What follows belongs to an exercise in optimizing a design on an open flow for small area, a short achievable clock period and few clock cycles per item; a production flow would make more cautious choices. The RTL was checked by simulation tests, not by an equivalence proof against the original design.

## rgb_hsv_color_gate
module rgb_hsv_color_gate (
	input  logic        clk,
	input  logic        arst_n,
	input  logic        pix_valid,
	output logic        pix_ready,
	input  logic [7:0]  pix_red,
	input  logic [7:0]  pix_green,
	input  logic [7:0]  pix_blue,
	input  logic        pix_last_of_cloud,
	output logic        hsv_valid,
	input  logic        hsv_ready,
	output logic [11:0] hsv_hue,
	output logic [11:0] hsv_saturation,
	output logic [7:0]  hsv_brightness,
	output logic        hsv_keep,
	output logic        hsv_last_out,
	input  logic        cfg_en,
	input  logic [1:0]  cfg_index,
	input  logic [7:0]  cfg_data
);
	logic [7:0] lim_hmin, lim_hmax, lim_smin, lim_smax;
	always_ff @(posedge clk or negedge arst_n) begin
		if (!arst_n) begin
			lim_hmin <= 8'd90;
			lim_hmax <= 8'd180;
			lim_smin <= 8'd40;
			lim_smax <= 8'd90;
		end else if (cfg_en) begin
			case (cfg_index)
				2'd0: lim_hmin <= cfg_data;
				2'd1: lim_hmax <= cfg_data;
				2'd2: lim_smin <= cfg_data;
				default: lim_smax <= cfg_data;
			endcase
		end
	end
	logic adv;   
	logic [6:0] vld;   
	assign adv = hsv_ready || !vld[6];
	logic [7:0] in_r, in_g, in_b;
	logic       in_last, in_valid;
	assign pix_ready = adv;
	assign in_valid  = pix_valid;
	assign {in_last, in_r, in_g, in_b} = {pix_last_of_cloud, pix_red, pix_green, pix_blue};
	logic rg_s0_p1, rb_s0_p1, gb_s0_p1;   
	assign rg_s0_p1 = (in_r >= in_g);
  ...
Size in the first run: ~2400 cells after synthesis, about 340 flip-flops, about 76 I/O pins, roughly 19000 sq um of cells after synthesis.
clock: 5.5 ns
lec_check: 0
abc_area: 1
cap_margin: 20
core_margin: 2
core_utilization: 40
place_density: 0.6
setup_slack_margin: 2.3
slew_margin: 20
standard.sh (not shown) runs the stock make flow with config.mk's settings and CLKGATE_MAP_FILE= SYNTH_SCRIPT=/design/flow/synth_recipe.tcl, a recipe that flattens the netlist after the stock synthesis.
==> flow/flow/run.sh <==
#!/bin/bash
# The standard layout (standard.sh) with two synthesis changes:
#  - ADDER_MAP_FILE is empty, so adders and comparators are left to ABC instead of
#    being mapped onto the library's full/half adder cells;
#  - ABC runs flow/abc_area.script (ABC_AREA is 1 in config.mk), from a copy of
#    ORFS's scripts folder that differs from it only in that file.
# Each step's full output goes to its own log in this folder.
set -euo pipefail
W=$(pwd)
rm -rf "$W/orfs_scripts"
cp -r "$FLOW_HOME/scripts" "$W/orfs_scripts"
cp "$W/flow/abc_area.script" "$W/orfs_scripts/abc_area.script"
export ADDER_MAP_FILE=

S="SCRIPTS_DIR=$W/orfs_scripts"
bash standard.sh "$S" synth > synth.log 2>&1
bash standard.sh "$S" floorplan > floorplan.log 2>&1
bash standard.sh "$S" place > place.log 2>&1
bash standard.sh "$S" cts > cts.log 2>&1
bash standard.sh "$S" route > route.log 2>&1
bash standard.sh "$S" finish > finish.log 2>&1
==> flow/flow/abc_area.script <==
strash
&get -n
&deepsyn -T 20
&put
dch -f
map -B 0.9
topo
stime -c
buffer -c
upsize -c
dnsize -c
The starting point finished clean.
Testbench counts at the start, summed over its fixed seeds: cycles 12,056, items 12,000.
Change:
==> flow/flow/run.sh (replaced) <==
#!/bin/bash
# The standard layout (standard.sh), except that synthesis leaves adders and
# comparators to ABC instead of mapping them onto the library's full/half adder
# cells (ADDER_MAP_FILE empty skips ORFS's extract_fa/techmap adder step).
# Each step's full output goes to its own log in this folder.
set -euo pipefail
export ADDER_MAP_FILE=
bash standard.sh synth > synth.log 2>&1
bash standard.sh floorplan > floorplan.log 2>&1
bash standard.sh place > place.log 2>&1
bash standard.sh cts > cts.log 2>&1
bash standard.sh route > route.log 2>&1
bash standard.sh finish > finish.log 2>&1
Settings changed: SETUP_SLACK_MARGIN 2.3 to 2.0.
removed: flow/flow/abc_area.script
=> The changed run completed with no timing, DRC or antenna violations; area after synthesis goes up by 24%; worst hold slack gets better by 0.0091 ns; final cell count goes up by 17%.
Change:
==> flow/flow/run.sh (replaced) <==
#!/bin/bash
# The standard layout (standard.sh) with two synthesis changes:
#  - ADDER_MAP_FILE is empty, so adders and comparators are left to ABC instead of
#    being mapped onto the library's full/half adder cells;
#  - ABC runs flow/abc_area.script (ABC_AREA is 1 in config.mk), from a copy of
#    ORFS's scripts folder that differs from it only in that file.
# Each step's full output goes to its own log in this folder.
set -euo pipefail
W=$(pwd)
rm -rf "$W/orfs_scripts"
cp -r "$FLOW_HOME/scripts" "$W/orfs_scripts"
cp "$W/flow/abc_area.script" "$W/orfs_scripts/abc_area.script"
export ADDER_MAP_FILE=

S="SCRIPTS_DIR=$W/orfs_scripts"
bash standard.sh "$S" synth > synth.log 2>&1
bash standard.sh "$S" floorplan > floorplan.log 2>&1
bash standard.sh "$S" place > place.log 2>&1
bash standard.sh "$S" cts > cts.log 2>&1
bash standard.sh "$S" route > route.log 2>&1
bash standard.sh "$S" finish > finish.log 2>&1
==> flow/flow/abc_area.script (new file) <==
strash
&get -n
&deepsyn -T 20
&put
dch -f
map -B 0.9
topo
stime -c
buffer -c
upsize -c
dnsize -c
The new run finished clean.
Worst setup slack got worse by 1.2 ns.
Non-clock buffer count grows by 458.
Die area shrinks by 19%.
Synthesized area shrinks by 19%.
Clock skew shrinks by 0.0061 ns.

-- static timing again, ports no longer ideal --
The results above use ideal ports. As a check the final layouts listed here were re-extracted and re-timed, cells and wires unchanged.
Step 1 sets driving cells, clkbuf_16 on the clock port and buf_2 on the other inputs (assumed; they add their load-dependent delay and slew).
Step 2 also shifts input and output timing later by t, the mid clock arrival at the registers, as if the neighbouring blocks saw the same clock.
Slacks: no drivers / after step 1 / after step 2; pairs: no drivers / after step 1.
| run | t, ns | setup WS [ns] | hold slack, ns | clock arrival spread, ns |
|---|---|---|---|---|
| the first run | 0.595 | 0.786 / 0.786 / 0.662 | 0.406 / 0.406 / 0.406 | 0.027 / 0.027 |
| the second run | 0.609 | 2.033 / 2.068 / 1.459 | 0.415 / 0.415 / 0.415 | 0.022 / 0.022 |
| the third run | 0.604 | 0.855 / 0.855 / 0.826 | 0.415 / 0.415 / 0.415 | 0.017 / 0.018 |
After both steps setup and hold are still met in every run listed. For the second run, which loses most, drivers alone change the setup slack by +0.035 ns; drivers and shift together by -0.574 ns.
